What follows belongs to an exercise in optimizing a design on an open flow for small area; a production flow would make more cautious choices.
Function was checked by simulation only, so behaviour that the tests miss may differ from the original.
Power is estimated from default activity; no workload was simulated.

$ cat flow/constraint.sdc
create_clock -name core_clock -period 32.0 [get_ports {clk}]
set_input_delay 6.4000 -clock core_clock [delete_from_list [all_inputs] [get_ports {clk}]]
set_output_delay 6.4000 -clock core_clock [all_outputs]
set_load 0.01 [all_outputs]
$ cat flow/flow/abc_area.script
strash
dch
amap
topo
stime -c
$ cat flow/config.mk
export PLATFORM = sky130hd
export DESIGN_NAME = speech_synth
export DESIGN_NICKNAME = speech_synth
export VERILOG_FILES = /design/flow/design.v
export SDC_FILE = /design/flow/constraint.sdc
export NUM_CORES = 4
export LEC_CHECK = 0
export ABC_AREA = 1
export CAP_MARGIN = 20
export CORE_MARGIN = 2
export CORE_UTILIZATION = 40
export CTS_BUF_LIST = sky130_fd_sc_hd__clkbuf_16
export CTS_CLUSTER_DIAMETER = 80
export CTS_CLUSTER_SIZE = 30
export GPL_TIMING_DRIVEN = 0
export SLEW_MARGIN = 20
$ cat flow/standard.sh
#!/bin/bash
# synth_recipe.tcl (not shown) runs the flow's synth.tcl, then flattens the netlist and writes it again
# the make line also repeats each setting of config.mk as NAME=value (left out here)
make -C /OpenROAD-flow-scripts/flow DESIGN_CONFIG=/design/flow/config.mk WORK_HOME=/design/flow/orfs CLKGATE_MAP_FILE= SYNTH_SCRIPT=/design/flow/synth_recipe.tcl "${@:-finish}"
$ cat flow/design.v
package speech_pkg;
   localparam int NSTAGES    = 4;
   localparam int SAMPLE_DIV = 20;    
   localparam int SAMPLE_W   = 14;
   localparam int COEF_W     = 10;
   localparam int COEF_FRAC  = 9;
   localparam int OUT_W      = 10;    
   localparam int DATA_W     = 10;
   localparam int ADDR_W     = 3;
   localparam int LFSR_W     = 13;
   localparam int PROD_W = SAMPLE_W + COEF_W;
   localparam int SUM_W  = PROD_W + 1;
   typedef logic [ADDR_W-1:0] addr_t;
   typedef logic [DATA_W-1:0] data_t;
   localparam addr_t REG_ENERGY = 3'd0;
   localparam addr_t REG_PITCH  = 3'd1;
   localparam addr_t REG_K0     = 3'd2;    
   localparam addr_t REG_CMD    = 3'd6;
   localparam addr_t REG_STATUS = 3'd7;
   localparam logic [LFSR_W-1:0] LFSR_SEED = '1;
   typedef logic signed [SAMPLE_W-1:0] sample_t;
   typedef logic signed [COEF_W-1:0]   coef_t;
   typedef logic [7:0]                 energy_t;
   typedef logic [7:0]                 pitch_t;    
   typedef logic signed [OUT_W-1:0]    out_t;
   typedef struct packed {
      energy_t                  energy;
      pitch_t                   pitch;
      coef_t [NSTAGES-1:0]      k;
   } frame_t;
endpackage
`timescale 1ns/10ps
module host_regs (
   input  logic                clk,
   input  logic                reset,
   input  logic                ws,
   input  logic                rs,
   input  speech_pkg::addr_t   addr,
   input  speech_pkg::data_t   dd,
   input  logic                tick,
   output speech_pkg::data_t   dq,
   output logic                rdy,
   output speech_pkg::frame_t  shadow,
   output logic                talking,
   output logic                restart,
   output logic                load
);
   speech_pkg::data_t  rd_data;
   speech_pkg::frame_t shadow_n;     
   logic               req_pend;     
   logic               req_start;
   assign restart = tick & req_pend;
   assign shadow  = ~shadow_n;
   assign load    = restart & req_start;
   always_comb begin
      case (addr)
         3'd0:    rd_data = speech_pkg::data_t'(shadow.energy);
         3'd1:    rd_data = speech_pkg::data_t'(shadow.pitch);
         3'd2:    rd_data = shadow.k[0];
         3'd3:    rd_data = shadow.k[1];
         3'd4:    rd_data = shadow.k[2];
         3'd5:    rd_data = shadow.k[3];
         3'd6:    rd_data = '0;
         default: rd_data = speech_pkg::data_t'(talking);
      endcase
   end
   always_ff @(posedge clk) begin
      if (reset) begin
         shadow_n  <= '1;
         rdy       <= 1'b0;
         talking   <= 1'b0;
         req_pend  <= 1'b0;
         req_start <= 1'b0;
      end else begin
         rdy <= ws | rs;
         if (ws) begin
            case (addr)
               3'd0: shadow_n.energy <= ~dd[7:0];
               3'd1: shadow_n.pitch  <= ~dd[7:0];
               3'd2: shadow_n.k[0]   <= ~dd;
               3'd3: shadow_n.k[1]   <= ~dd;
               3'd4: shadow_n.k[2]   <= ~dd;
               3'd5: shadow_n.k[3]   <= ~dd;
               default: ;
            endcase
         end
         if (restart) begin
            talking  <= req_start;
            req_pend <= 1'b0;
         end
         if (ws && addr == speech_pkg::REG_CMD) begin    
            req_pend  <= 1'b1;
            req_start <= dd[0];
         end
      end
   end
   always_ff @(posedge clk)
      dq <= rd_data;
endmodule
`timescale 1ns/10ps
module excitation_gen (
   input  logic                clk,
   input  logic                reset,
   input  speech_pkg::energy_t energy,
   input  speech_pkg::pitch_t  pitch,
   input  logic                talking,
   input  logic                restart,
   output logic [2:0]          m5,         
   output logic [1:0]          m4,         
   output logic                tick,
   output speech_pkg::sample_t nexc        
);
   speech_pkg::pitch_t             pulse_cnt;
   logic [speech_pkg::LFSR_W-1:0]  lfsr;
   logic [speech_pkg::LFSR_W-1:0]  lfsr_n;     
   logic                           pos, neg;
   assign tick = (m5 == 3'd4) & (m4 == 2'd3);
   assign lfsr = ~lfsr_n;
   assign pos = talking & ((pitch == '0) ? lfsr[0] : (pulse_cnt == '0));
   assign neg = talking & (pitch == '0) & ~lfsr[0];
   always_comb begin
      if (pos)
         nexc = {2'b11, ~energy, 4'b1111};
      else if (neg)
         nexc = {10'({2'b00, energy} - 10'd1), 4'b1111};
      else
         nexc = '1;
   end
   always_ff @(posedge clk) begin
      if (reset) begin
         m5        <= '0;
         m4        <= '0;
         pulse_cnt <= '0;
         lfsr_n    <= ~speech_pkg::LFSR_SEED;
      end else begin
         m5 <= (m5 == 3'd4) ? 3'd0 : m5 + 3'd1;
         m4 <= m4 + 2'd1;
         if (tick) begin
            if (talking)
               lfsr_n <= ~{lfsr[0], lfsr[12:4], lfsr[3] ^ lfsr[12],
                          lfsr[2] ^ lfsr[12], lfsr[1] ^ lfsr[0]};
            if (restart)
               pulse_cnt <= '0;
            else if (talking && pitch != '0)
               pulse_cnt <= (pulse_cnt == '0) ? pitch - 1'b1 : pulse_cnt - 1'b1;
         end
      end
   end
endmodule
`timescale 1ns/10ps
module lattice_stage (
   input  logic                 clk,
   input  logic                 reset,
   input  logic                 f_step,
   input  logic                 b_step,
   input  logic                 first,
   input  logic                 last,
   input  logic                 restart,
   input  logic                 load,
   input  speech_pkg::coef_t [3:0] k_new,
   input  speech_pkg::sample_t  nexc,
   output speech_pkg::sample_t  g_out
);
   speech_pkg::coef_t   [3:0] kr;     
   speech_pkg::sample_t [3:0] br;     
   speech_pkg::sample_t       g;
   logic                      zb;     
   speech_pkg::sample_t       a, x, res;
   logic signed [15:0]        s;
   always_comb begin
      if (b_step) begin
         a = (zb | last) ? '0 : br[1];
         x = g;                       
      end else begin
         a = first ? nexc : g;
         x = zb ? '0 : br[0];
      end
      if (s[15:13] == {3{s[15]}})
         res = s[13:0];
      else
         res = {s[15], {13{~s[15]}}};
   end
   lattice_mac u_mac (
      .inv (b_step),
      .k   (kr[0]),
      .x   (x),
      .a   (a),
      .y   (s)
   );
   always_ff @(posedge clk) begin
      kr <= load ? k_new : {kr[0], kr[3:1]};
      br <= {b_step ? res : br[0], br[3:1]};
      if (f_step)
         g <= res;
      if (reset)
         zb <= 1'b1;
      else if (last)
         zb <= restart;
   end
   assign g_out = g;
endmodule
module lattice_mac (
   input  logic inv,
   input  logic [9:0] k,
   input  logic [13:0] x,
   input  logic [13:0] a,
   output logic [15:0] y
);
   wire bo0 = k[0] ^ 1'b0;
   wire bt0 = (k[1] & ~k[0] & ~1'b0) | (~k[1] & k[0] & 1'b0);
   wire bn0 = k[1];
   wire bs0 = k[1] ^ (inv & (bo0 | bt0));
   wire pp0_0 = (bo0 & (x[0] ^ inv)) ^ bn0;
   wire pp0_1 = ((bo0 & x[1]) | (bt0 & x[0])) ^ bs0;
   wire pp0_2 = ((bo0 & x[2]) | (bt0 & x[1])) ^ bs0;
   wire pp0_3 = ((bo0 & x[3]) | (bt0 & x[2])) ^ bs0;
   wire pp0_4 = ((bo0 & x[4]) | (bt0 & x[3])) ^ bs0;
   wire pp0_5 = ((bo0 & x[5]) | (bt0 & x[4])) ^ bs0;
   wire pp0_6 = ((bo0 & x[6]) | (bt0 & x[5])) ^ bs0;
   wire pp0_7 = ((bo0 & x[7]) | (bt0 & x[6])) ^ bs0;
   wire pp0_8 = ((bo0 & x[8]) | (bt0 & x[7])) ^ bs0;
   wire pp0_9 = ((bo0 & x[9]) | (bt0 & x[8])) ^ bs0;
   wire pp0_10 = ((bo0 & x[10]) | (bt0 & x[9])) ^ bs0;
   wire pp0_11 = ((bo0 & x[11]) | (bt0 & x[10])) ^ bs0;
   wire pp0_12 = ((bo0 & x[12]) | (bt0 & x[11])) ^ bs0;
   wire pp0_13 = ((bo0 & x[13]) | (bt0 & x[12])) ^ bs0;
   wire pp0_14 = ~(((bo0 & x[13]) | (bt0 & x[13])) ^ bs0);
   wire bo1 = k[2] ^ k[1];
   wire bt1 = (k[3] & ~k[2] & ~k[1]) | (~k[3] & k[2] & k[1]);
   wire bn1 = k[3];
   wire bs1 = k[3] ^ (inv & (bo1 | bt1));
   wire pp1_0 = (bo1 & (x[0] ^ inv)) ^ bn1;
   wire pp1_1 = ((bo1 & x[1]) | (bt1 & x[0])) ^ bs1;
   wire pp1_2 = ((bo1 & x[2]) | (bt1 & x[1])) ^ bs1;
   wire pp1_3 = ((bo1 & x[3]) | (bt1 & x[2])) ^ bs1;
   wire pp1_4 = ((bo1 & x[4]) | (bt1 & x[3])) ^ bs1;
   wire pp1_5 = ((bo1 & x[5]) | (bt1 & x[4])) ^ bs1;
   wire pp1_6 = ((bo1 & x[6]) | (bt1 & x[5])) ^ bs1;
   wire pp1_7 = ((bo1 & x[7]) | (bt1 & x[6])) ^ bs1;
   wire pp1_8 = ((bo1 & x[8]) | (bt1 & x[7])) ^ bs1;
   wire pp1_9 = ((bo1 & x[9]) | (bt1 & x[8])) ^ bs1;
   wire pp1_10 = ((bo1 & x[10]) | (bt1 & x[9])) ^ bs1;
   wire pp1_11 = ((bo1 & x[11]) | (bt1 & x[10])) ^ bs1;
   wire pp1_12 = ((bo1 & x[12]) | (bt1 & x[11])) ^ bs1;
   wire pp1_13 = ((bo1 & x[13]) | (bt1 & x[12])) ^ bs1;
   wire pp1_14 = ~(((bo1 & x[13]) | (bt1 & x[13])) ^ bs1);
   wire bo2 = k[4] ^ k[3];
   wire bt2 = (k[5] & ~k[4] & ~k[3]) | (~k[5] & k[4] & k[3]);
   wire bn2 = k[5];
   wire bs2 = k[5] ^ (inv & (bo2 | bt2));
   wire pp2_0 = (bo2 & (x[0] ^ inv)) ^ bn2;
   wire pp2_1 = ((bo2 & x[1]) | (bt2 & x[0])) ^ bs2;
   wire pp2_2 = ((bo2 & x[2]) | (bt2 & x[1])) ^ bs2;
   wire pp2_3 = ((bo2 & x[3]) | (bt2 & x[2])) ^ bs2;
   wire pp2_4 = ((bo2 & x[4]) | (bt2 & x[3])) ^ bs2;
   wire pp2_5 = ((bo2 & x[5]) | (bt2 & x[4])) ^ bs2;
   wire pp2_6 = ((bo2 & x[6]) | (bt2 & x[5])) ^ bs2;
   wire pp2_7 = ((bo2 & x[7]) | (bt2 & x[6])) ^ bs2;
   wire pp2_8 = ((bo2 & x[8]) | (bt2 & x[7])) ^ bs2;
   wire pp2_9 = ((bo2 & x[9]) | (bt2 & x[8])) ^ bs2;
   wire pp2_10 = ((bo2 & x[10]) | (bt2 & x[9])) ^ bs2;
   wire pp2_11 = ((bo2 & x[11]) | (bt2 & x[10])) ^ bs2;
   wire pp2_12 = ((bo2 & x[12]) | (bt2 & x[11])) ^ bs2;
   wire pp2_13 = ((bo2 & x[13]) | (bt2 & x[12])) ^ bs2;
   wire pp2_14 = ~(((bo2 & x[13]) | (bt2 & x[13])) ^ bs2);
   wire bo3 = k[6] ^ k[5];
   wire bt3 = (k[7] & ~k[6] & ~k[5]) | (~k[7] & k[6] & k[5]);
   wire bn3 = k[7];
   wire bs3 = k[7] ^ (inv & (bo3 | bt3));
   wire pp3_0 = (bo3 & (x[0] ^ inv)) ^ bn3;
   wire pp3_1 = ((bo3 & x[1]) | (bt3 & x[0])) ^ bs3;
   wire pp3_2 = ((bo3 & x[2]) | (bt3 & x[1])) ^ bs3;
   wire pp3_3 = ((bo3 & x[3]) | (bt3 & x[2])) ^ bs3;
   wire pp3_4 = ((bo3 & x[4]) | (bt3 & x[3])) ^ bs3;
   wire pp3_5 = ((bo3 & x[5]) | (bt3 & x[4])) ^ bs3;
   wire pp3_6 = ((bo3 & x[6]) | (bt3 & x[5])) ^ bs3;
   wire pp3_7 = ((bo3 & x[7]) | (bt3 & x[6])) ^ bs3;
   wire pp3_8 = ((bo3 & x[8]) | (bt3 & x[7])) ^ bs3;
   wire pp3_9 = ((bo3 & x[9]) | (bt3 & x[8])) ^ bs3;
   wire pp3_10 = ((bo3 & x[10]) | (bt3 & x[9])) ^ bs3;
   wire pp3_11 = ((bo3 & x[11]) | (bt3 & x[10])) ^ bs3;
   wire pp3_12 = ((bo3 & x[12]) | (bt3 & x[11])) ^ bs3;
   wire pp3_13 = ((bo3 & x[13]) | (bt3 & x[12])) ^ bs3;
   wire pp3_14 = ~(((bo3 & x[13]) | (bt3 & x[13])) ^ bs3);
   wire bo4 = k[8] ^ k[7];
   wire bt4 = (k[9] & ~k[8] & ~k[7]) | (~k[9] & k[8] & k[7]);
   wire bn4 = k[9];
   wire bs4 = k[9] ^ (inv & (bo4 | bt4));
   wire pp4_0 = (bo4 & (x[0] ^ inv)) ^ bn4;
   wire pp4_1 = ((bo4 & x[1]) | (bt4 & x[0])) ^ bs4;
   wire pp4_2 = ((bo4 & x[2]) | (bt4 & x[1])) ^ bs4;
   wire pp4_3 = ((bo4 & x[3]) | (bt4 & x[2])) ^ bs4;
   wire pp4_4 = ((bo4 & x[4]) | (bt4 & x[3])) ^ bs4;
   wire pp4_5 = ((bo4 & x[5]) | (bt4 & x[4])) ^ bs4;
   wire pp4_6 = ((bo4 & x[6]) | (bt4 & x[5])) ^ bs4;
   wire pp4_7 = ((bo4 & x[7]) | (bt4 & x[6])) ^ bs4;
   wire pp4_8 = ((bo4 & x[8]) | (bt4 & x[7])) ^ bs4;
   wire pp4_9 = ((bo4 & x[9]) | (bt4 & x[8])) ^ bs4;
   wire pp4_10 = ((bo4 & x[10]) | (bt4 & x[9])) ^ bs4;
   wire pp4_11 = ((bo4 & x[11]) | (bt4 & x[10])) ^ bs4;
   wire pp4_12 = ((bo4 & x[12]) | (bt4 & x[11])) ^ bs4;
   wire pp4_13 = ((bo4 & x[13]) | (bt4 & x[12])) ^ bs4;
   wire pp4_14 = ~(((bo4 & x[13]) | (bt4 & x[13])) ^ bs4);
   wire an = ~a[13];
   wire s1 = pp0_14 ^ pp1_12;
   wire c2 = pp0_14 & pp1_12;
   wire s3 = pp1_13 ^ pp2_11;
   wire c4 = pp1_13 & pp2_11;
   wire s5 = pp0_6 ^ pp1_4;
   wire c6 = pp0_6 & pp1_4;
   wire s7 = pp0_7 ^ pp1_5;
   wire c8 = pp0_7 & pp1_5;
   wire s9 = pp0_8 ^ pp1_6 ^ pp2_4;
   wire c10 = (pp0_8 & pp1_6) | (pp0_8 & pp2_4) | (pp1_6 & pp2_4);
   wire s11 = pp3_2 ^ pp4_0;
   wire c12 = pp3_2 & pp4_0;
   wire s13 = pp0_9 ^ pp1_7 ^ pp2_5;
   wire c14 = (pp0_9 & pp1_7) | (pp0_9 & pp2_5) | (pp1_7 & pp2_5);
   wire s15 = pp3_3 ^ pp4_1 ^ a[0];
   wire c16 = (pp3_3 & pp4_1) | (pp3_3 & a[0]) | (pp4_1 & a[0]);
   wire s17 = pp0_10 ^ pp1_8 ^ pp2_6;
   wire c18 = (pp0_10 & pp1_8) | (pp0_10 & pp2_6) | (pp1_8 & pp2_6);
   wire s19 = pp3_4 ^ pp4_2 ^ a[1];
   wire c20 = (pp3_4 & pp4_2) | (pp3_4 & a[1]) | (pp4_2 & a[1]);
   wire s21 = pp0_11 ^ pp1_9 ^ pp2_7;
   wire c22 = (pp0_11 & pp1_9) | (pp0_11 & pp2_7) | (pp1_9 & pp2_7);
   wire s23 = pp3_5 ^ pp4_3 ^ a[2];
   wire c24 = (pp3_5 & pp4_3) | (pp3_5 & a[2]) | (pp4_3 & a[2]);
   wire s25 = pp0_12 ^ pp1_10 ^ pp2_8;
   wire c26 = (pp0_12 & pp1_10) | (pp0_12 & pp2_8) | (pp1_10 & pp2_8);
   wire s27 = pp3_6 ^ pp4_4 ^ a[3];
   wire c28 = (pp3_6 & pp4_4) | (pp3_6 & a[3]) | (pp4_4 & a[3]);
   wire s29 = pp0_13 ^ pp1_11 ^ pp2_9;
   wire c30 = (pp0_13 & pp1_11) | (pp0_13 & pp2_9) | (pp1_11 & pp2_9);
   wire s31 = pp3_7 ^ pp4_5 ^ a[4];
   wire c32 = (pp3_7 & pp4_5) | (pp3_7 & a[4]) | (pp4_5 & a[4]);
   wire s33 = pp2_10 ^ pp3_8 ^ pp4_6;
   wire c34 = (pp2_10 & pp3_8) | (pp2_10 & pp4_6) | (pp3_8 & pp4_6);
   wire s35 = a[5] ^ 1'b1 ^ s1;
   wire c36 = (a[5] & 1'b1) | (a[5] & s1) | (1'b1 & s1);
   wire s37 = pp3_9 ^ pp4_7 ^ a[6];
   wire c38 = (pp3_9 & pp4_7) | (pp3_9 & a[6]) | (pp4_7 & a[6]);
   wire s39 = 1'b1 ^ c2 ^ s3;
   wire c40 = (1'b1 & c2) | (1'b1 & s3) | (c2 & s3);
   wire s41 = pp1_14 ^ pp2_12 ^ pp3_10;
   wire c42 = (pp1_14 & pp2_12) | (pp1_14 & pp3_10) | (pp2_12 & pp3_10);
   wire s43 = pp4_8 ^ a[7] ^ c4;
   wire c44 = (pp4_8 & a[7]) | (pp4_8 & c4) | (a[7] & c4);
   wire s45 = pp2_13 ^ pp3_11 ^ pp4_9;
   wire c46 = (pp2_13 & pp3_11) | (pp2_13 & pp4_9) | (pp3_11 & pp4_9);
   wire s47 = a[8] ^ 1'b1;
   wire c48 = a[8] & 1'b1;
   wire s49 = pp2_14 ^ pp3_12 ^ pp4_10;
   wire c50 = (pp2_14 & pp3_12) | (pp2_14 & pp4_10) | (pp3_12 & pp4_10);
   wire s51 = pp3_13 ^ pp4_11;
   wire c52 = pp3_13 & pp4_11;
   wire s53 = pp0_4 ^ pp1_2;
   wire c54 = pp0_4 & pp1_2;
   wire s55 = pp0_5 ^ pp1_3;
   wire c56 = pp0_5 & pp1_3;
   wire s57 = pp2_2 ^ pp3_0 ^ bn3;
   wire c58 = (pp2_2 & pp3_0) | (pp2_2 & bn3) | (pp3_0 & bn3);
   wire s59 = pp2_3 ^ pp3_1 ^ c6;
   wire c60 = (pp2_3 & pp3_1) | (pp2_3 & c6) | (pp3_1 & c6);
   wire s61 = bn4 ^ c8 ^ s9;
   wire c62 = (bn4 & c8) | (bn4 & s9) | (c8 & s9);
   wire s63 = c10 ^ c12 ^ s13;
   wire c64 = (c10 & c12) | (c10 & s13) | (c12 & s13);
   wire s65 = c14 ^ c16 ^ s17;
   wire c66 = (c14 & c16) | (c14 & s17) | (c16 & s17);
   wire s67 = c18 ^ c20 ^ s21;
   wire c68 = (c18 & c20) | (c18 & s21) | (c20 & s21);
   wire s69 = c22 ^ c24 ^ s25;
   wire c70 = (c22 & c24) | (c22 & s25) | (c24 & s25);
   wire s71 = c26 ^ c28 ^ s29;
   wire c72 = (c26 & c28) | (c26 & s29) | (c28 & s29);
   wire s73 = c30 ^ c32 ^ s33;
   wire c74 = (c30 & c32) | (c30 & s33) | (c32 & s33);
   wire s75 = c34 ^ c36 ^ s37;
   wire c76 = (c34 & c36) | (c34 & s37) | (c36 & s37);
   wire s77 = c38 ^ c40 ^ s41;
   wire c78 = (c38 & c40) | (c38 & s41) | (c40 & s41);
   wire s79 = c42 ^ c44 ^ s45;
   wire c80 = (c42 & c44) | (c42 & s45) | (c44 & s45);
   wire s81 = a[9] ^ c46 ^ c48;
   wire c82 = (a[9] & c46) | (a[9] & c48) | (c46 & c48);
   wire s83 = a[10] ^ 1'b1 ^ c50;
   wire c84 = (a[10] & 1'b1) | (a[10] & c50) | (1'b1 & c50);
   wire s85 = pp3_14 ^ pp4_12 ^ a[11];
   wire c86 = (pp3_14 & pp4_12) | (pp3_14 & a[11]) | (pp4_12 & a[11]);
   wire s87 = pp4_13 ^ a[12];
   wire c88 = pp4_13 & a[12];
   wire s89 = pp4_14 ^ an;
   wire c90 = pp4_14 & an;
   wire s91 = pp0_2 ^ pp1_0;
   wire c92 = pp0_2 & pp1_0;
   wire s93 = pp0_3 ^ pp1_1;
   wire c94 = pp0_3 & pp1_1;
   wire s95 = pp2_0 ^ bn2 ^ s53;
   wire c96 = (pp2_0 & bn2) | (pp2_0 & s53) | (bn2 & s53);
   wire s97 = pp2_1 ^ c54 ^ s55;
   wire c98 = (pp2_1 & c54) | (pp2_1 & s55) | (c54 & s55);
   wire s99 = s5 ^ c56 ^ s57;
   wire c100 = (s5 & c56) | (s5 & s57) | (c56 & s57);
   wire s101 = s7 ^ c58 ^ s59;
   wire c102 = (s7 & c58) | (s7 & s59) | (c58 & s59);
   wire s103 = s11 ^ c60 ^ s61;
   wire c104 = (s11 & c60) | (s11 & s61) | (c60 & s61);
   wire s105 = s15 ^ c62 ^ s63;
   wire c106 = (s15 & c62) | (s15 & s63) | (c62 & s63);
   wire s107 = s19 ^ c64 ^ s65;
   wire c108 = (s19 & c64) | (s19 & s65) | (c64 & s65);
   wire s109 = s23 ^ c66 ^ s67;
   wire c110 = (s23 & c66) | (s23 & s67) | (c66 & s67);
   wire s111 = s27 ^ c68 ^ s69;
   wire c112 = (s27 & c68) | (s27 & s69) | (c68 & s69);
   wire s113 = s31 ^ c70 ^ s71;
   wire c114 = (s31 & c70) | (s31 & s71) | (c70 & s71);
   wire s115 = s35 ^ c72 ^ s73;
   wire c116 = (s35 & c72) | (s35 & s73) | (c72 & s73);
   wire s117 = s39 ^ c74 ^ s75;
   wire c118 = (s39 & c74) | (s39 & s75) | (c74 & s75);
   wire s119 = s43 ^ c76 ^ s77;
   wire c120 = (s43 & c76) | (s43 & s77) | (c76 & s77);
   wire s121 = s47 ^ c78 ^ s79;
   wire c122 = (s47 & c78) | (s47 & s79) | (c78 & s79);
   wire s123 = s49 ^ c80 ^ s81;
   wire c124 = (s49 & c80) | (s49 & s81) | (c80 & s81);
   wire s125 = s51 ^ c82 ^ s83;
   wire c126 = (s51 & c82) | (s51 & s83) | (c82 & s83);
   wire s127 = c52 ^ c84 ^ s85;
   wire c128 = (c52 & c84) | (c52 & s85) | (c84 & s85);
   wire s129 = 1'b1 ^ c86 ^ s87;
   wire c130 = (1'b1 & c86) | (1'b1 & s87) | (c86 & s87);
   wire s131 = 1'b1 ^ c88 ^ s89;
   wire c132 = (1'b1 & c88) | (1'b1 & s89) | (c88 & s89);
   wire s133 = pp0_0 ^ bn0;
   wire c134 = pp0_0 & bn0;
   wire s135 = pp0_1 ^ c134;
   wire c136 = pp0_1 & c134;
   wire s137 = bn1 ^ s91 ^ c136;
   wire c138 = (bn1 & s91) | (bn1 & c136) | (s91 & c136);
   wire s139 = c92 ^ s93 ^ c138;
   wire c140 = (c92 & s93) | (c92 & c138) | (s93 & c138);
   wire s141 = c94 ^ s95 ^ c140;
   wire c142 = (c94 & s95) | (c94 & c140) | (s95 & c140);
   wire s143 = c96 ^ s97 ^ c142;
   wire c144 = (c96 & s97) | (c96 & c142) | (s97 & c142);
   wire s145 = c98 ^ s99 ^ c144;
   wire c146 = (c98 & s99) | (c98 & c144) | (s99 & c144);
   wire s147 = c100 ^ s101 ^ c146;
   wire c148 = (c100 & s101) | (c100 & c146) | (s101 & c146);
   wire s149 = c102 ^ s103 ^ c148;
   wire c150 = (c102 & s103) | (c102 & c148) | (s103 & c148);
   wire s151 = c104 ^ s105 ^ c150;
   wire c152 = (c104 & s105) | (c104 & c150) | (s105 & c150);
   wire s153 = c106 ^ s107 ^ c152;
   wire c154 = (c106 & s107) | (c106 & c152) | (s107 & c152);
   wire s155 = c108 ^ s109 ^ c154;
   wire c156 = (c108 & s109) | (c108 & c154) | (s109 & c154);
   wire s157 = c110 ^ s111 ^ c156;
   wire c158 = (c110 & s111) | (c110 & c156) | (s111 & c156);
   wire s159 = c112 ^ s113 ^ c158;
   wire c160 = (c112 & s113) | (c112 & c158) | (s113 & c158);
   wire s161 = c114 ^ s115 ^ c160;
   wire c162 = (c114 & s115) | (c114 & c160) | (s115 & c160);
   wire s163 = c116 ^ s117 ^ c162;
   wire c164 = (c116 & s117) | (c116 & c162) | (s117 & c162);
   wire s165 = c118 ^ s119 ^ c164;
   wire c166 = (c118 & s119) | (c118 & c164) | (s119 & c164);
   wire s167 = c120 ^ s121 ^ c166;
   wire c168 = (c120 & s121) | (c120 & c166) | (s121 & c166);
   wire s169 = c122 ^ s123 ^ c168;
   wire c170 = (c122 & s123) | (c122 & c168) | (s123 & c168);
   wire s171 = c124 ^ s125 ^ c170;
   wire c172 = (c124 & s125) | (c124 & c170) | (s125 & c170);
   wire s173 = c126 ^ s127 ^ c172;
   wire c174 = (c126 & s127) | (c126 & c172) | (s127 & c172);
   wire s175 = c128 ^ s129 ^ c174;
   wire c176 = (c128 & s129) | (c128 & c174) | (s129 & c174);
   wire s177 = c130 ^ s131 ^ c176;
   wire c178 = (c130 & s131) | (c130 & c176) | (s131 & c176);
   wire s179 = c90 ^ c132 ^ c178;
   wire c180 = (c90 & c132) | (c90 & c178) | (c132 & c178);
   wire s181 = 1'b1 ^ c180;
   wire c182 = 1'b1 & c180;
   assign y = {s181, s179, s177, s175, s173, s171, s169, s167, s165, s163, s161, s159, s157, s155, s153, s151};
endmodule
`timescale 1ns/10ps
module sample_out (
   input  logic                clk,
   input  logic                reset,
   input  logic                talking,
   input  logic                tick,
   output logic                sample_valid
);
   always_ff @(posedge clk) begin
      if (reset)
         sample_valid <= 1'b0;
      else
         sample_valid <= tick & talking;
   end
endmodule
`timescale 1ns/10ps
module speech_synth (
   input  logic               clk,
   input  logic               reset,
   input  logic               ws,
   input  logic               rs,
   input  speech_pkg::addr_t  addr,
   input  speech_pkg::data_t  dd,
   output speech_pkg::data_t  dq,
   output logic               rdy,
   output speech_pkg::out_t   dac_out,
   output logic               sample_valid
);
   speech_pkg::frame_t  shadow;
   speech_pkg::energy_t energy;    
   speech_pkg::pitch_t  pitch;
   logic                talking;
   logic                restart;
   logic                load;
   logic                tick;
   logic [2:0]          m5;
   logic [1:0]          m4;
   speech_pkg::sample_t nexc;
   speech_pkg::sample_t g3;
   host_regs u_host_regs (
      .clk     (clk),
      .reset   (reset),
      .ws      (ws),
      .rs      (rs),
      .addr    (addr),
      .dd      (dd),
      .tick    (tick),
      .dq      (dq),
      .rdy     (rdy),
      .shadow  (shadow),
      .talking (talking),
      .restart (restart),
      .load    (load)
   );
   always_ff @(posedge clk)
      if (load) begin
         energy <= shadow.energy;
         pitch  <= shadow.pitch;
      end
   excitation_gen u_excitation_gen (
      .clk     (clk),
      .reset   (reset),
      .energy  (energy),
      .pitch   (pitch),
      .talking (talking),
      .restart (restart),
      .m5      (m5),
      .m4      (m4),
      .tick    (tick),
      .nexc    (nexc)
   );
   lattice_stage u_lattice (
      .clk     (clk),
      .reset   (reset),
      .f_step  (m5 == 3'd0),
      .b_step  (m5 == 3'd4),
      .first   ((m5 == 3'd0) & (m4 == 2'd0)),
      .last    (tick),
      .restart (restart),
      .load    (load),
      .k_new   (shadow.k),
      .nexc    (nexc),
      .g_out   (g3)
   );
   assign dac_out = ~g3[13:4];
   sample_out u_sample_out (
      .clk          (clk),
      .reset        (reset),
      .talking      (talking),
      .tick         (tick),
      .sample_valid (sample_valid)
   );
endmodule
$ cat flow/flow/run.sh
#!/bin/bash
# Own layout flow: the standard ORFS flow (standard.sh) with these changes:
#  - the port buffers are sky130_fd_sc_hd__buf_1;
#  - clock tree synthesis inserts no dummy loads, and uses clkbuf_8 for the root and
#    inner tree buffers and clkbuf_16 at the leaves.
# Every other script, setting and step is the standard one. Each step's output goes to
# its own log in this folder; ORFS's own per-stage logs are under orfs/logs/.
set -euo pipefail
W=$PWD
rm -rf "$W/scripts_area"
cp -r "$FLOW_HOME/scripts" "$W/scripts_area"
cp "$W/flow/abc_area.script" "$W/scripts_area/abc_area.script"
CTS="-sink_clustering_enable -repair_clock_nets -sink_clustering_size 30 -sink_clustering_max_diameter 150"
CTS="$CTS -buf_list sky130_fd_sc_hd__clkbuf_16 -root_buf sky130_fd_sc_hd__clkbuf_8 -tree_buf sky130_fd_sc_hd__clkbuf_8 -dont_use_dummy_load"
V=("SCRIPTS_DIR=$W/scripts_area" "BUFFER_PORTS_ARGS=-buffer_cell sky130_fd_sc_hd__buf_1" "CTS_ARGS=$CTS")
for step in synth floorplan place cts route finish; do
  bash standard.sh "${V[@]}" "$step" > "$W/flow_$step.log" 2>&1
done
test -f "$W/out/final.def"
==> out/metrics.cfg, run 1 <==
[outcome]
status = no timing/DRC/antenna violations

[sta]
finalHoldViolCount = 0
setup_ws_ns = 19.23
fmax_ghz = 0.0783
skew_ns = 0.0473
finalCriticalPeriod_ns = 12.77
worstMarginPinSlew_ns = 1.09
setup_tns_ns = 0
finalCritPeriodShare = 0.399
setup_viol = 0
slew_headroom = 0.272
rsz0062_at_grt = no
slew_viol_final = 0

[die]
die_w_um = 167
initial_core_util = 0.408
dieArea_sq_mm = 0.0280
die_h_um = 167
pin_count = 39
coreArea_sq_mm = 0.0261
rows = 59

[yosys]
syn_nets = 1281
synth_compound_area_frac = 0.260
synth_xor_area_frac = 0
synthTopCellsByCount = 194 x dfxtp_1, 172 x o21ai_0, 165 x clkinv_1, 116 x nor2_1, 101 x o22ai_1
synthArstFlopShare = 0
synth_area_leader_cell = dfxtp_1
synth-simple-area-share = 0.0923
yosysSeqAreaShare = 0.449
synthTopCellsByArea = dfxtp_1 36%, fa_1 11%, edfxtp_1 8.4%
synth_edf_count = 30
yosysMostFrequentCell = dfxtp_1
synth-seq-cells = 224
yosysWarnings = 5
synthMuxAreaShare = 0
synthAdderAreaFrac = 0.141
syn-cell-area_sq_mm = 0.0107
synth_top_area_share = 0.364
synthFlopType = dfxtp_1
avgSynthCellArea_sq_um = 9.04
ys_types = 40
netlist_instances = 1180
synth_top_family_by_area = compound AO/OA/AOI/OAI gates

[cts]
path_clk_slew_ns = 0.11
clk_latency_ns = 0.51
cts_hold_buf = 0
cts_sinks = 224
cts_setup_buffers = 0
cts_tree = done
cts_resized = 0
cts_max_level = 1
cts-buffers-inserted = 11
cts_root_buffer = clkbuf_8
clock_path_buffers = 3

[layout]
fin_nets = 1341
drive_gt1_frac = 0.0258
finalNonFillerCells = 1573
areaGrowthSynthToFinish_pct = 9.11
num_antenna_cells = 0
nFillCells = 2620

[pwr]
p_per_area_mw_per_mm2 = 62.0
p_leak_nw = 4.03
vdd_drop_max_mv = 0.0549

[placement]
gp_congestion = 0.822
dp.cells = 1561
dp_hpwl_um = 18800
port-buffer-count = 38
post-place-ws_ns = 18.99

[drt]
ant_nets = 0
vias = 8651
wirelength_um = 26400
drc = 0
dr.pass1.iters = 16
wl_per_cell_um = 16.8
viasPerCell = 5.50
drtIter0Drc = 616

[critical_path]
cp.required_ns = 32.41
path_common_cell = fa_1
path_max_fanout = 48
r2r_end = u_lattice.br[51]$_DFF_P_
crit_path_end_kind = register
max_stage_delay_ns = 0.77
r2r_cells = 39
crit_path_start = u_excitation_gen.m5[0]$_SDFF_PP0_
cp.arrival_ns = 13.18
r2r_slack_ns = 19.23
cp-start-kind = register
critPathKind = reg -> reg
r2r-start = u_excitation_gen.m5[0]$_SDFF_PP0_
critPathSlowestCell = clkinv_2

[global_route]
grt_pass1_wl_um = 43400
grtUsageTotal = 0.189
grt.overflow.total = 0
grt_max_degree = 50
grt_antenna_before_repair = 1
grt_pass1_vias = 8295

[worst_hold_path]
min_to = u_lattice.br[32]$_DFF_P_
hp-class = reg -> reg
worstHoldPathCells = 0
hp-start = u_lattice.br[46]$_DFF_P_

[run]
drv_cap = 0

[logic make-up after synthesis]
kind of cell | Yosys count
buffers and inverters | 165
flip-flops | 224
adder cells (fa/ha/maj) | 84
AND/OR/NAND/NOR | 246
AO/OA/AOI/OAI | 461
[per-stage QoR]
stage               area [sq um]   util  hold WS [ns]  power [mW]
global placement           11200  0.430         0.310       0.575
global route               11600  0.445         0.344       0.775
CTS                        11600  0.445         0.337       0.729
finish                     11600  0.445         0.335       0.722
detailed placement         11400  0.436         0.312       0.591
floorplan                  10700      -         0.310       0.515
[metal layers]
| metal | GRT usage | wire [um] | vias up |
|---|---|---|---|
| met5 | 0 | 0 | - |
| met2 | 0.311 | 12100 | 174 |
| met3 | 0.0272 | 1140 | 33 |
| li1 | - | - | 4332 |
| met4 | 0.0518 | 545 | 0 |
| met1 | 0.263 | 12600 | 4112 |
[cell type report]
cell class                 instances  area, sq um  area share
multi-input combinational        791         5320       0.457
sequential                       224         4780       0.411
inverter                         165          621      0.0533
tap                              335          419      0.0360
timing repair buffer              47          259      0.0223
clock buffer                      11          241      0.0207
[report_power, final]
group	leakage, nW	internal [mW]	switching (mW)
Sequential	1.90	0.351	0.0242
Combinational	2.01	0.0750	0.135
Clock	0.120	0.0539	0.0834
[placed cells by master, fill, tap and decap left out, drive strengths merged, types with 3 or more instances in the layout]
cell type,netlist,layout
o21ai,172,172
nand2,96,96
edfxtp,30,30
o221ai,26,26
o211ai,3,3
a32oi,12,12
a21oi,91,91
dfxtp,194,194
fa,61,61
o22a,9,9
a22oi,10,10
a31oi,4,4
nor3,9,9
clkbuf,0,11
buf,0,47
nand3,10,10
clkinv,165,165
or2,4,4
nor4,5,5
a22o,13,13
ha,23,23
o22ai,101,101
nor2,116,116
[worst max path at each step]
stage | to | slack (ns) | cells past startpoint
after floorplan | u_lattice.br[42]$_DFF_P_ | 19.52 | 40
final | u_lattice.br[51]$_DFF_P_ | 19.23 | 39
after detailed placement | u_lattice.br[51]$_DFF_P_ | 18.99 | 33
after CTS | u_lattice.br[51]$_DFF_P_ | 18.99 | 33
after global placement | u_lattice.br[51]$_DFF_P_ | 16.41 | 40
after global routing | u_lattice.br[51]$_DFF_P_ | 18.41 | 41
[worst max-delay path: cells and delay by family (launching register included)]
family / cells / cell delay [ns]
and+or+nand+nor: 5 / 1.21
adders and majority gates: 19 / 7.47
AOI/OAI and AO/OA: 8 / 1.89
buffers and inverters: 7 / 1.69
DFF: 1 / 0.37
[sequential cells by signal (all words and copies together) (netlist names)]
register                    flops
u_lattice.br                   56
u_host_regs.shadow_n           56
pitch                           8
u_host_regs.dq                 10
u_excitation_gen.lfsr_n        13
u_excitation_gen.m4             2
u_lattice.kr                   40
u_lattice.g                    14
energy                          8
u_excitation_gen.m5             3
u_host_regs.req_start           1
u_sample_out.sample_valid       1
u_host_regs.req_pend            1
u_host_regs.rdy                 1
u_excitation_gen.pulse_cnt      8
u_host_regs.talking             1
u_lattice.zb                    1
==> inputs of run 2 (changes only) <==
--- a/flow/config.mk
+++ b/flow/config.mk
@@ -10,6 +10,3 @@
 export CORE_MARGIN = 2
-export CORE_UTILIZATION = 40
-export CTS_BUF_LIST = sky130_fd_sc_hd__clkbuf_16
-export CTS_CLUSTER_DIAMETER = 80
-export CTS_CLUSTER_SIZE = 30
+export CORE_UTILIZATION = 70
 export GPL_TIMING_DRIVEN = 0
==> out/metrics.cfg, run 2 <==
[outcome]
status = no timing/DRC/antenna violations  ; unchanged

[yosys]
synth_edf_count = 30  ; unchanged
ys_types = 40  ; unchanged
syn_nets = 1281  ; unchanged
yosysWarnings = 5  ; unchanged
synthTopCellsByCount = 194 x dfxtp_1, 172 x o21ai_0, 165 x clkinv_1, 116 x nor2_1, 101 x o22ai_1  ; unchanged
synthArstFlopShare = 0  ; unchanged
synth-seq-cells = 224  ; unchanged
synthFlopType = dfxtp_1  ; unchanged
syn-cell-area_sq_mm = 0.0107  ; unchanged
synth_area_leader_cell = dfxtp_1  ; unchanged
yosysSeqAreaShare = 0.449  ; unchanged
avgSynthCellArea_sq_um = 9.04  ; unchanged
yosysMostFrequentCell = dfxtp_1  ; unchanged
synth_top_area_share = 0.364  ; unchanged
netlist_instances = 1180  ; unchanged
synthTopCellsByArea = dfxtp_1 36%, fa_1 11%, edfxtp_1 8.4%  ; unchanged

[drt]
drtIter0Drc = 981  ; was 616
wirelength_um = 26500  ; was 26400 um
vias = 8998  ; was 8651
drc = 0  ; unchanged
ant_nets = 0  ; unchanged
wl_per_cell_um = 18.6  ; was 16.8 um
viasPerCell = 6.32  ; was 5.50
dr.pass1.iters = 5  ; was 16

[sta]
slew_viol_final = 0  ; unchanged
setup_viol = 0  ; unchanged
setup_ws_ns = 19.12  ; was 19.23 ns
slew_headroom = 0.285  ; was 0.272
fmax_ghz = 0.0776  ; was 0.0783 GHz
setup_tns_ns = 0  ; unchanged
finalCriticalPeriod_ns = 12.88  ; was 12.77 ns
skew_ns = 0.0441  ; was 0.0473 ns
finalHoldViolCount = 0  ; unchanged
finalCritPeriodShare = 0.403  ; was 0.399
worstMarginPinSlew_ns = 1.07  ; was 1.09 ns
rsz0062_at_grt = no  ; unchanged

[layout]
nFillCells = 1117  ; was 2620
register_area_sq_mm = 0.00478  ; unchanged
areaGrowthSynthToFinish_pct = 7.21  ; was 9.11%
fin_nets = 1339  ; was 1341
largestRegisters = u_host_regs.shadow_n (56), u_lattice.br (56), u_lattice.kr (40)  ; unchanged
final_common_cell = dfxtp_1  ; unchanged
num_antenna_cells = 0  ; unchanged
finalNonFillerCells = 1424  ; was 1573
multi_input_area_sq_mm = 0.00531  ; was 0.00532 sq mm
final_cell_mix = 194 x dfxtp_1, 170 x o21ai_0, 164 x clkinv_1, 116 x nor2_1, 97 x o22ai_1  ; unchanged
drive_gt1_frac = 0.0243  ; was 0.0258

[cts]
cts_setup_buffers = 0  ; unchanged
clk_latency_ns = 0.51  ; about the same
cts_hold_buf = 0  ; unchanged
path_clk_slew_ns = 0.11  ; about the same
cts_sinks = 224  ; unchanged
cts_tree = done  ; unchanged
clock_path_buffers = 3  ; unchanged
cts-buffers-inserted = 11  ; unchanged
cts_max_level = 1  ; unchanged
cts_resized = 0  ; unchanged
cts_root_buffer = clkbuf_8  ; unchanged

[critical_path]
cp.arrival_ns = 13.28  ; was 13.18 ns
cp-start-kind = register  ; unchanged
cp.required_ns = 32.40  ; was 32.41 ns
path_max_fanout = 48  ; unchanged
crit_path_end_kind = register  ; unchanged
max_stage_delay_ns = 1.05  ; was 0.77 ns
critPathSlowestCell = a32oi_1  ; was clkinv_2
critPathKind = reg -> reg  ; unchanged
path_common_cell = fa_1  ; unchanged

[run]
drv_cap = 0  ; unchanged

[die]
die_h_um = 127  ; was 167 um
dieArea_sq_mm = 0.0162  ; was 0.0280 sq mm
pin_count = 39  ; unchanged
die_w_um = 127  ; was 167 um
coreArea_sq_mm = 0.0150  ; was 0.0261 sq mm
initial_core_util = 0.710  ; was 0.408
rows = 45  ; was 59

[pwr]
p_leak_nw = 4.02  ; was 4.03 nW
total_power_mw = 0.728  ; was 0.722 mW
vdd_drop_max_mv = 0.0507  ; was 0.0549 mV
p_per_area_mw_per_mm2 = 63.7  ; was 62.0 mW/mm^2

[placement]
post-place-ws_ns = 18.96  ; was 18.99 ns
gp_congestion = 0.908  ; was 0.822
dp.cells = 1413  ; was 1561
dp_hpwl_um = 18300  ; was 18800 um
port-buffer-count = 38  ; unchanged

[global_route]
grt_max_degree = 49  ; was 50
grt.overflow.total = 0  ; unchanged
grt_pass1_wl_um = 42500  ; was 43400 um
grt_antenna_before_repair = 0  ; was 1
grt_pass1_vias = 8458  ; was 8295
grtUsageTotal = 0.327  ; was 0.189

[worst_hold_path]
hp-class = reg -> reg  ; unchanged

[run 2: changes by cell type in the layout (fill, tap and decap cells not counted), sizes merged]
cell | before | now
buf | 47 | 45
[run 2: worst max-delay path, delay by kind of cell, from the launching register on]
family | cells | cell delay [ns]
AO/OA/AOI/OAI | 8 | 2.35
flip-flops | 1 | 0.38
buffers and inverters | 6 | 1.12
adder cells (fa/ha/maj) | 19 | 7.56
AND/OR/NAND/NOR | 5 | 1.35
[run 2: per-stage QoR]
| step | util | hold slack (ns) | area [sq um] |
|---|---|---|---|
| floorplan | - | 0.310 | 10700 |
| global placement | 0.735 | 0.310 | 11000 |
| detailed placement | 0.744 | 0.312 | 11200 |
| CTS | 0.760 | 0.336 | 11400 |
| global route | 0.761 | 0.343 | 11400 |
| finish | 0.761 | 0.337 | 11400 |
[run 2: cell type report]
type	instances	share of cell area
inverters	165	0.0543
clock buffers	11	0.0211
flip-flops and latches	224	0.418
well taps	188	0.0206
repair buffers	45	0.0217
multi-input cells	791	0.464
[run 2: final timing paths]
path | from | endpoint | slack, ns | depth (start not counted)
max | u_excitation_gen.m5[0]$_SDFF_PP0_ | u_lattice.br[52]$_DFF_P_ | 19.12 | 38
min | u_lattice.br[51]$_DFF_P_ | u_lattice.br[37]$_DFF_P_ | 0.34 | 0
max reg2reg | u_excitation_gen.m5[0]$_SDFF_PP0_ | u_lattice.br[52]$_DFF_P_ | 19.12 | 38
min reg2reg | u_lattice.br[51]$_DFF_P_ | u_lattice.br[37]$_DFF_P_ | 0.34 | 0
[run 2: where the power goes]
part	switching, mW	total, mW	internal, mW
Clock	0.0832	0.137	0.0539
Sequential	0.0257	0.376	0.351
Combinational	0.140	0.215	0.0751
[run 2: logic make-up after synthesis]
family,count (synthesis),share of synthesized area
flops,224,0.449
buf+inv,165,0.0581
compound gates,461,0.260
fa+ha+maj,84,0.141
simple gates,246,0.0923
[run 2: layer usage]
metal / vias up / wire (um) / track usage / part of all wire
met3: 53 / 1550 / 0.0423 / 0.059
met2: 335 / 13000 / 0.558 / 0.49
met5: - / 0 / 0 / 0
li1: 4333 / - / - / -
met4: 0 / 694 / 0.101 / 0.026
met1: 4277 / 11200 / 0.438 / 0.42
==> inputs of run 3 (changes only) <==
--- a/flow/config.mk
+++ b/flow/config.mk
@@ -10,3 +10,3 @@
 export CORE_MARGIN = 2
-export CORE_UTILIZATION = 70
+export CORE_UTILIZATION = 55
 export GPL_TIMING_DRIVEN = 0
==> out/metrics.cfg, run 3 <==
[outcome]
status = no timing/DRC/antenna violations  ; unchanged

[placement]
placed_cell_area_sq_mm = 0.0113  ; was 0.0112 sq mm
gp_congestion = 0.851  ; was 0.908
dp_hpwl_um = 18700  ; was 18300 um
dp.cells = 1485  ; was 1413
port-buffer-count = 38  ; unchanged

[global_route]
grt_antenna_before_repair = 0  ; unchanged
grtUsageTotal = 0.265  ; was 0.327
grt.overflow.total = 0  ; unchanged
grt_pass1_wl_um = 42600  ; was 42500 um
grt_max_degree = 49  ; unchanged
grt_pass1_vias = 8036  ; was 8458

[yosys]
synth_edf_count = 30  ; unchanged
synth-seq-cells = 224  ; unchanged
synthFlopType = dfxtp_1  ; unchanged
netlist_instances = 1180  ; unchanged
synthArstFlopShare = 0  ; unchanged
synth_compound_area_frac = 0.260  ; unchanged
synth_area_leader_cell = dfxtp_1  ; unchanged
synth_top_area_share = 0.364  ; unchanged
ys_types = 40  ; unchanged
synth-simple-area-share = 0.0923  ; unchanged
synthTopCellsByCount = 194 x dfxtp_1, 172 x o21ai_0, 165 x clkinv_1, 116 x nor2_1, 101 x o22ai_1  ; unchanged
synth_xor_area_frac = 0  ; unchanged
synthMuxAreaShare = 0  ; unchanged
synthTopCellsByArea = dfxtp_1 36%, fa_1 11%, edfxtp_1 8.4%  ; unchanged
yosysSeqAreaShare = 0.449  ; unchanged
yosysMostFrequentCell = dfxtp_1  ; unchanged
syn_nets = 1281  ; unchanged
syn-cell-area_sq_mm = 0.0107  ; unchanged
synth_top_family_by_area = compound AO/OA/AOI/OAI gates  ; unchanged
synthAdderAreaFrac = 0.141  ; unchanged
yosysWarnings = 5  ; unchanged
avgSynthCellArea_sq_um = 9.04  ; unchanged

[die]
dieArea_sq_mm = 0.0205  ; was 0.0162 sq mm
rows = 50  ; was 45
initial_core_util = 0.565  ; was 0.710
die_w_um = 143  ; was 127 um
die_h_um = 143  ; was 127 um
coreArea_sq_mm = 0.0189  ; was 0.0150 sq mm
pin_count = 39  ; unchanged

[cts]
clk_latency_ns = 0.52  ; was 0.51 ns
cts_tree = done  ; unchanged
cts_root_buffer = clkbuf_8  ; unchanged
cts-buffers-inserted = 11  ; unchanged
cts_setup_buffers = 0  ; unchanged
cts_resized = 0  ; unchanged
clock_path_buffers = 3  ; unchanged
cts_max_level = 1  ; unchanged
cts_hold_buf = 0  ; unchanged
cts_sinks = 224  ; unchanged
path_clk_slew_ns = 0.11  ; about the same

[drt]
wl_per_cell_um = 17.5  ; was 18.6 um
dr.pass1.iters = 5  ; unchanged
ant_nets = 0  ; unchanged
drc = 0  ; unchanged
drtIter0Drc = 643  ; was 981
vias = 8609  ; was 8998
wirelength_um = 26300  ; was 26500 um
viasPerCell = 5.75  ; was 6.32

[sta]
whs_ns = 0.335  ; was 0.337 ns
finalCriticalPeriod_ns = 12.84  ; was 12.88 ns
worstMarginPinSlew_ns = 1.12  ; was 1.07 ns
setup_tns_ns = 0  ; unchanged
setup_viol = 0  ; unchanged
fmax_ghz = 0.0779  ; was 0.0776 GHz
slew_viol_final = 0  ; unchanged
slew_headroom = 0.255  ; was 0.285
rsz0062_at_grt = no  ; unchanged
skew_ns = 0.0343  ; was 0.0441 ns
finalCritPeriodShare = 0.401  ; was 0.403
finalHoldViolCount = 0  ; unchanged

[worst_hold_path]
hp-class = reg -> reg  ; unchanged
worstHoldPathCells = 0  ; unchanged
min_to = u_lattice.br[29]$_DFF_P_  ; was u_lattice.br[37]$_DFF_P_
hp-start = u_lattice.br[43]$_DFF_P_  ; was u_lattice.br[51]$_DFF_P_

[pwr]
pwr-share-clk = 0.190  ; was 0.188
p_switching_mw = 0.249  ; about the same
vdd_drop_max_mv = 0.0535  ; was 0.0507 mV
comb_power_share = 0.294  ; was 0.295
internal-power_mw = 0.479  ; was 0.480 mW
p_per_area_mw_per_mm2 = 63.1  ; was 63.7 mW/mm^2
p_seq_frac = 0.516  ; was 0.517
p_sw_frac = 0.342  ; was 0.341
p_leak_nw = 4.02  ; about the same

[layout]
fin_area_sq_mm = 0.0115  ; was 0.0114 sq mm
final_common_cell = dfxtp_1  ; unchanged
drive_gt1_frac = 0.0243  ; about the same
fin_nets = 1340  ; was 1339
largestRegisters = u_host_regs.shadow_n (56), u_lattice.br (56), u_lattice.kr (40)  ; unchanged
num_antenna_cells = 0  ; unchanged
finalNonFillerCells = 1497  ; was 1424
areaGrowthSynthToFinish_pct = 8.07  ; was 7.21%
final_cell_mix = 194 x dfxtp_1, 170 x o21ai_0, 164 x clkinv_1, 116 x nor2_1, 98 x o22ai_1  ; was 194 x dfxtp_1, 170 x o21ai_0, 164 x clkinv_1, 116 x nor2_1, 97 x o22ai_1

[critical_path]
r2r-start = u_excitation_gen.m5[0]$_SDFF_PP0_  ; unchanged
path_common_cell = fa_1  ; unchanged
critPathSlowestCell = a32oi_1  ; unchanged
critPathKind = reg -> reg  ; unchanged
r2r_slack_ns = 19.16  ; was 19.12 ns
cp.required_ns = 32.47  ; was 32.40 ns
path_max_fanout = 48  ; unchanged
cp.arrival_ns = 13.32  ; was 13.28 ns
max_stage_delay_ns = 1.01  ; was 1.05 ns
cp-start-kind = register  ; unchanged
r2r_end = u_lattice.br[52]$_DFF_P_  ; unchanged
crit_path_end_kind = register  ; unchanged
r2r_cells = 39  ; was 38

[run]
drv_cap = 0  ; unchanged

-- run 3: changes by cell type in the layout (fill, tap and decap cells not counted), sizes merged --
cell    previous run  this run
clkbuf            11        12
-- run 3: metal layers --
metal	track usage	vias up	wire length (um)
met5	0	-	0
met4	0.0805	0	799
met3	0.0342	52	1220
met2	0.434	206	12100
met1	0.368	4001	12100
li1	-	4350	-
-- run 3: worst max-delay path by stage --
| stage | slack (ns) | cells after the start | start | end |
|---|---|---|---|---|
| 6_report | 19.16 | 39 | u_excitation_gen.m5[0]$_SDFF_PP0_ | u_lattice.br[52]$_DFF_P_ |
| 5_1_grt | 18.24 | 40 | u_excitation_gen.m5[0]$_SDFF_PP0_ | u_lattice.br[52]$_DFF_P_ |
| 4_1_cts | 18.81 | 35 | u_excitation_gen.m5[0]$_SDFF_PP0_ | u_lattice.br[52]$_DFF_P_ |
| 3_5_place_dp | 18.86 | 35 | u_excitation_gen.m5[0]$_SDFF_PP0_ | u_lattice.br[54]$_DFF_P_ |
| 3_3_place_gp | 15.95 | 40 | u_excitation_gen.m5[0]$_SDFF_PP0_ | u_lattice.br[52]$_DFF_P_ |
| 2_1_floorplan | 19.52 | 40 | u_excitation_gen.m5[0]$_SDFF_PP0_ | u_lattice.br[42]$_DFF_P_ |
-- run 3: kinds of logic after synthesis --
group | count (synthesis)
AND/OR/NAND/NOR | 246
flip-flops | 224
adder cells (fa/ha/maj) | 84
buffers and inverters | 165
AO/OA/AOI/OAI | 461
-- run 3: area by class of cell --
cell class | instances | area [sq um]
clock buffers | 11 | 241
fillers | 1743 | 7360
inverters | 165 | 621
multi-input cells | 791 | 5300
flip-flops and latches | 224 | 4780
well taps | 260 | 325
repair buffers | 46 | 255
-- run 3: critical path: cells and delay by family (launching register included) --
family	cells	cell delay, ns
flops	1	0.37
fa+ha+maj	19	7.48
compound gates	7	2.30
simple gates	6	1.42
buf+inv	7	1.18
-- run 3: stage by stage --
stage / power (mW) / worst slack (ns) / utilization
global placement: 0.584 / 15.95 / 0.589
global route: 0.774 / 18.24 / 0.610
CTS: 0.732 / 18.81 / 0.610
floorplan: 0.515 / 19.52 / -
finish: 0.727 / 19.16 / 0.610
detailed placement: 0.594 / 18.86 / 0.597
-- run 3: power groups by stage --
stage	Sequential, mW	Clock [mW]	Combinational, mW
after floorplan	0.371	0	0.143
after global placement	0.381	0	0.203
after detailed placement	0.381	0	0.213
after CTS	0.375	0.142	0.214
after global routing	0.379	0.150	0.244
final	0.375	0.138	0.214
==> inputs of run 4 (changes only) <==
==> flow/flow/abc_area.script (replaced) <==
strash
dch
amap -m
topo
stime -c
==> out/metrics.cfg, run 4 <==
[drt]
drtIter0Drc = 658  ; was 643
vias = 8693  ; was 8609
dr.pass1.iters = 5  ; unchanged
drc = 0  ; unchanged
wl_per_cell_um = 17.4  ; was 17.5 um
ant_nets = 0  ; unchanged
viasPerCell = 5.85  ; was 5.75
wirelength_um = 25900  ; was 26300 um

[yosys]
synth_edf_count = 30  ; unchanged
avgSynthCellArea_sq_um = 9.08  ; was 9.04 sq um
syn-cell-area_sq_mm = 0.0106  ; was 0.0107 sq mm
synth_area_leader_cell = dfxtp_1  ; unchanged
synthArstFlopShare = 0  ; unchanged
synthFlopType = dfxtp_1  ; unchanged
synthTopCellsByArea = dfxtp_1 37%, fa_1 11%, edfxtp_1 8.5%  ; was dfxtp_1 36%, fa_1 11%, edfxtp_1 8.4%
netlist_instances = 1170  ; was 1180
synth-seq-cells = 224  ; unchanged
yosysWarnings = 5  ; unchanged
synthTopCellsByCount = 194 x dfxtp_1, 166 x o21ai_0, 152 x clkinv_1, 119 x nor2_1, 101 x o22ai_1  ; was 194 x dfxtp_1, 172 x o21ai_0, 165 x clkinv_1, 116 x nor2_1, 101 x o22ai_1
synth_top_area_share = 0.366  ; was 0.364
ys_types = 37  ; was 40
syn_nets = 1271  ; was 1281
yosysMostFrequentCell = dfxtp_1  ; unchanged
yosysSeqAreaShare = 0.451  ; was 0.449

[sta]
finalCritPeriodShare = 0.404  ; was 0.401
finalHoldViolCount = 0  ; unchanged
slew_viol_final = 0  ; unchanged
worstMarginPinSlew_ns = 1.07  ; was 1.12 ns
slew_headroom = 0.285  ; was 0.255
whs_ns = 0.336  ; was 0.335 ns
skew_ns = 0.0476  ; was 0.0343 ns
finalCriticalPeriod_ns = 12.93  ; was 12.84 ns
rsz0062_at_grt = no  ; unchanged
fmax_ghz = 0.0773  ; was 0.0779 GHz
setup_tns_ns = 0  ; unchanged
setup_viol = 0  ; unchanged
setup_ws_ns = 19.07  ; was 19.16 ns

[global_route]
grt_pass1_wl_um = 42300  ; was 42600 um
grt_max_degree = 46  ; was 49
grt_pass1_vias = 8112  ; was 8036
grtUsageTotal = 0.260  ; was 0.265
grt.overflow.total = 0  ; unchanged
grt_antenna_before_repair = 0  ; unchanged

[critical_path]
critPathTopFamily = adder cells  ; unchanged
cp-start-kind = register  ; unchanged
r2r_slack_ns = 19.07  ; was 19.16 ns
path_max_fanout = 45  ; was 48
cp.arrival_ns = 13.35  ; was 13.32 ns
worst-path-stages = 34  ; was 39
path_common_cell = fa_1  ; unchanged
critPathKind = reg -> reg  ; unchanged
path_buf_inv = 6  ; was 7
r2r-start = u_excitation_gen.m5[0]$_SDFF_PP0_  ; unchanged
max_stage_delay_ns = 0.94  ; was 1.01 ns
crit_path_start = u_excitation_gen.m5[0]$_SDFF_PP0_  ; unchanged
r2r_cells = 34  ; was 39
crit_path_end_kind = register  ; unchanged
cp.required_ns = 32.42  ; was 32.47 ns
critPathSlowestCell = o22ai_1  ; was a32oi_1

[placement]
post-place-ws_ns = 19.20  ; was 18.86 ns
port-buffer-count = 38  ; unchanged
gp_congestion = 0.849  ; was 0.851
dp_hpwl_um = 18400  ; was 18700 um

[cts]
cts_hold_buf = 0  ; unchanged
cts_root_buffer = clkbuf_8  ; unchanged
cts_setup_buffers = 0  ; unchanged
cts_resized = 0  ; unchanged
cts_sinks = 224  ; unchanged
clock_path_buffers = 3  ; unchanged
cts-buffers-inserted = 11  ; unchanged
path_clk_slew_ns = 0.11  ; about the same
clk_latency_ns = 0.52  ; about the same
cts_tree = done  ; unchanged
cts_max_level = 1  ; unchanged

[worst_hold_path]
hp-start = u_lattice.br[48]$_DFF_P_  ; was u_lattice.br[43]$_DFF_P_
hp-class = reg -> reg  ; unchanged
worstHoldPathCells = 0  ; unchanged

[pwr]
total_power_mw = 0.716  ; was 0.727 mW
p_leak_nw = 4.02  ; about the same
p_per_area_mw_per_mm2 = 62.3  ; was 63.1 mW/mm^2
vdd_drop_max_mv = 0.0490  ; was 0.0535 mV

[die]
die_w_um = 143  ; about the same
initial_core_util = 0.564  ; was 0.565
rows = 50  ; unchanged
die_h_um = 143  ; about the same
pin_count = 39  ; unchanged
coreArea_sq_mm = 0.0188  ; was 0.0189 sq mm
dieArea_sq_mm = 0.0204  ; was 0.0205 sq mm

[layout]
fin_nets = 1330  ; was 1340
final_common_cell = dfxtp_1  ; unchanged
largestRegisters = u_host_regs.shadow_n (56), u_lattice.br (56), u_lattice.kr (40)  ; unchanged
final_cell_mix = 194 x dfxtp_1, 165 x o21ai_0, 151 x clkinv_1, 119 x nor2_1, 98 x o22ai_1  ; was 194 x dfxtp_1, 170 x o21ai_0, 164 x clkinv_1, 116 x nor2_1, 98 x o22ai_1
drive_gt1_frac = 0.0253  ; was 0.0243
areaGrowthSynthToFinish_pct = 8.15  ; was 8.07%
num_antenna_cells = 0  ; unchanged

[outcome]
status = no timing/DRC/antenna violations  ; unchanged

[run]
drv_cap = 0  ; unchanged

==> run 4: changes by cell type in the layout (fill, tap and decap cells not counted), sizes merged, moves of 3 or more <==
cell,delta
clkinv,-13
a21oi,+9
o22a,-7
o21ai,-6
nand3,-5
a31oi,-4
nor2,+3
o21bai,+3
or3,+3
==> run 4: kinds of logic (layout without fill, tap and decap cells) <==
logic type	count (synthesis)	in the layout	share of synthesized area
AOI/OAI and AO/OA	458	458	0.258
adders and majority gates	84	84	0.142
buffers and inverters	152	209	0.0537
DFF	224	224	0.451
and+or+nand+nor	252	252	0.0959
==> run 4: worst paths after layout <==
kind | to
worst max-delay path | u_lattice.br[42]$_DFF_P_
worst min-delay path | u_lattice.br[34]$_DFF_P_
worst max register to register | u_lattice.br[42]$_DFF_P_
worst min register to register | u_lattice.br[34]$_DFF_P_
==> run 4: power breakdown <==
| part | switching, mW | internal [mW] |
|---|---|---|
| combinational | 0.134 | 0.0730 |
| sequential | 0.0230 | 0.349 |
| clock | 0.0829 | 0.0538 |
| total | 0.240 | 0.476 |
==> run 4: routing by layer <==
| metal | GRT usage | share of wire | up-vias | wire, um |
|---|---|---|---|---|
| met1 | 0.362 | 0.46 | 4107 | 11900 |
| met3 | 0.0329 | 0.046 | 37 | 1200 |
| met4 | 0.0688 | 0.025 | 0 | 636 |
| li1 | - | - | 4330 | - |
| met5 | 0 | 0 | - | 0 |
| met2 | 0.430 | 0.47 | 219 | 12100 |
==> run 4: layout make-up <==
type / count / area, sq um
fillers: 1721 / 7340
multi-input cells: 794 / 5320
flip-flops and latches: 224 / 4780
inverters: 152 / 572
well taps: 260 / 325
repair buffers: 46 / 248
clock buffers: 11 / 241
==> run 4: per-stage QoR <==
stage	cell area (sq um)	instances	util
final	11500	1487	0.610
after floorplan	10600	1170	-
after global routing	11500	1487	0.610
after global placement	11100	1468	0.589
after CTS	11500	1487	0.610
after detailed placement	11200	1476	0.597
==> inputs of run 5 (changes only) <==
==> flow/flow/abc_area.script (replaced) <==
strash
dch
amap
topo
stime -c
--- a/flow/config.mk
+++ b/flow/config.mk
@@ -8,3 +8,3 @@
 export ABC_AREA = 1
-export CAP_MARGIN = 20
+export CAP_MARGIN = 5
 export CORE_MARGIN = 2
@@ -12,2 +12,2 @@
 export GPL_TIMING_DRIVEN = 0
-export SLEW_MARGIN = 20
+export SLEW_MARGIN = 5
==> out/metrics.cfg, run 5 <==
[die]
initial_core_util = 0.565  ; was 0.564
dieArea_sq_mm = 0.0205  ; was 0.0204 sq mm
pin_count = 39  ; unchanged
die_h_um = 143  ; about the same

[cts]
cts_hold_buf = 0  ; unchanged
clk_latency_ns = 0.52  ; about the same
cts_max_level = 1  ; unchanged
cts_sinks = 224  ; unchanged
cts_setup_buffers = 0  ; unchanged
cts-buffers-inserted = 11  ; unchanged
cts_tree = done  ; unchanged
cts_resized = 0  ; unchanged

[layout]
drive_gt1_frac = 0.0226  ; was 0.0253
final_common_cell = dfxtp_1  ; unchanged
largestRegisters = u_host_regs.shadow_n (56), u_lattice.br (56), u_lattice.kr (40)  ; unchanged
final_cell_mix = 194 x dfxtp_1, 171 x o21ai_0, 165 x clkinv_1, 116 x nor2_1, 99 x o22ai_1  ; was 194 x dfxtp_1, 165 x o21ai_0, 151 x clkinv_1, 119 x nor2_1, 98 x o22ai_1

[drt]
wl_per_cell_um = 17.5  ; was 17.4 um
drc = 0  ; unchanged
dr.pass1.iters = 7  ; was 5
wirelength_um = 26300  ; was 25900 um
viasPerCell = 5.82  ; was 5.85
drtIter0Drc = 776  ; was 658
ant_nets = 0  ; unchanged

[sta]
fmax_ghz = 0.0716  ; was 0.0773 GHz
setup_tns_ns = 0  ; unchanged
rsz0062_at_grt = no  ; unchanged
finalCriticalPeriod_ns = 13.96  ; was 12.93 ns

[outcome]
status = no timing/DRC/antenna violations  ; unchanged

[run]
drv_cap = 0  ; unchanged

[critical_path]
r2r_slack_ns = 18.04  ; was 19.07 ns
max_stage_delay_ns = 1.02  ; was 0.94 ns
path_max_fanout = 35  ; was 45
path_common_cell = fa_1  ; unchanged

[global_route]
grt.overflow.total = 0  ; unchanged
grt_max_degree = 59  ; was 46
grtUsageTotal = 0.263  ; was 0.260

[yosys]
synth_edf_count = 30  ; unchanged
yosysSeqAreaShare = 0.449  ; was 0.451
yosysWarnings = 5  ; unchanged
synth-seq-cells = 224  ; unchanged
netlist_instances = 1180  ; was 1170
synthArstFlopShare = 0  ; unchanged
ys_types = 40  ; was 37
synthFlopType = dfxtp_1  ; unchanged
synth_top_area_share = 0.364  ; was 0.366
avgSynthCellArea_sq_um = 9.04  ; was 9.08 sq um

[worst_hold_path]
hp-start = u_lattice.br[42]$_DFF_P_  ; was u_lattice.br[48]$_DFF_P_

[placement]
port-buffer-count = 38  ; unchanged

[pwr]
total_power_mw = 0.728  ; was 0.716 mW

==> run 5: cell types whose count changed after synthesis, sizes merged, moves of 3 or more <==
cell	change
a31oi	+4
o22a	+7
o21bai	-3
o21ai	+6
a21oi	-9
nand3	+5
or3	-3
clkinv	+13
nor2	-3
==> run 5: per-layer routing <==
layer,vias up,part of all wire,track usage
li1,4350,-,-
met1,4122,0.47,0.374
met2,205,0.47,0.434
met3,35,0.045,0.0302
met4,0,0.022,0.0593
met5,-,0,0
==> run 5: area by class of cell <==
class,instances,area [sq um]
Clock buffer,11,241
Fill cell,1726,7350
Inverter,165,619
Multi-Input combinational cell,791,5290
Sequential cell,224,4780
Tap cell,260,325
Timing Repair Buffer,47,283
==> run 5: cells by family (layout without fill, tap and decap cells) <==
group           after synthesis  after routing  share of synthesized area
compound gates              461            461                      0.260
simple gates                246            246                     0.0923
flops                       224            224                      0.449
buf+inv                     165            223                     0.0581
fa+ha+maj                    84             84                      0.141
==> run 5: worst max-delay path by stage <==
stage | from | endpoint | slack [ns] | depth (start not counted)
global placement | u_excitation_gen.m5[0]$_SDFF_PP0_ | u_lattice.br[52]$_DFF_P_ | 15.95 | 40
detailed placement | u_excitation_gen.m5[0]$_SDFF_PP0_ | u_lattice.br[42]$_DFF_P_ | 18.12 | 35
finish | u_excitation_gen.m5[0]$_SDFF_PP0_ | u_lattice.br[52]$_DFF_P_ | 18.04 | 35
global route | u_excitation_gen.m5[0]$_SDFF_PP0_ | u_lattice.br[52]$_DFF_P_ | 17.11 | 43
CTS | u_excitation_gen.m5[0]$_SDFF_PP0_ | u_lattice.br[52]$_DFF_P_ | 18.07 | 35
floorplan | u_excitation_gen.m5[0]$_SDFF_PP0_ | u_lattice.br[42]$_DFF_P_ | 19.52 | 40
==> run 5: power by group <==
group          internal [mW]  total (mW)  leakage [nW]  switching [mW]
logic                 0.0747       0.214          2.01           0.140
registers              0.351       0.375          1.90          0.0244
clock network         0.0540       0.139         0.120          0.0849
==> run 5: per-stage QoR <==
| step | hold slack (ns) | area, sq um | setup WS (ns) |
|---|---|---|---|
| finish | 0.336 | 11500 | 18.04 |
| CTS | 0.336 | 11500 | 18.07 |
| floorplan | 0.310 | 10700 | 19.52 |
| global placement | 0.311 | 11100 | 15.95 |
| global route | 0.342 | 11500 | 17.11 |
| detailed placement | 0.312 | 11300 | 18.12 |
==> run 5: worst max-delay path, delay by kind of cell, from the launching register on <==
kind	cells	cell delay (ns)
buf+inv	7	2.41
flops	1	0.37
simple gates	3	1.55
fa+ha+maj	19	7.51
compound gates	6	1.94

## static timing again, ports no longer ideal
No port has a modelled driver above. Below, the same layouts with a new extraction and two added sets of constraints. Step 1, drivers: a clkbuf_16 drives clk and a buf_2 each remaining input, both assumed. Step 2 moves the port delays by t, midway between the first and last clock arrival at a register: inputs arrive t later, outputs are due t later. That takes back most of the time a late clock gives input paths. Three values: no drivers, after step 1, after step 2; two values: the first two.
run	t, ns	setup WS [ns]	latest minus earliest clock arrival (ns)	worst register clock-pin slew, ns
run 1	0.531	19.227 / 19.227 / 19.227	0.047 / 0.048	0.11 / 0.11
run 2	0.527	19.119 / 19.119 / 19.119	0.048 / 0.048	0.12 / 0.12
run 3	0.546	19.158 / 19.158 / 19.158	0.035 / 0.035	0.11 / 0.11
run 4	0.538	19.067 / 19.067 / 19.067	0.050 / 0.049	0.11 / 0.11
run 5	0.536	18.041 / 18.041 / 18.041	0.043 / 0.043	0.11 / 0.11
After both steps every run listed still meets setup and hold.
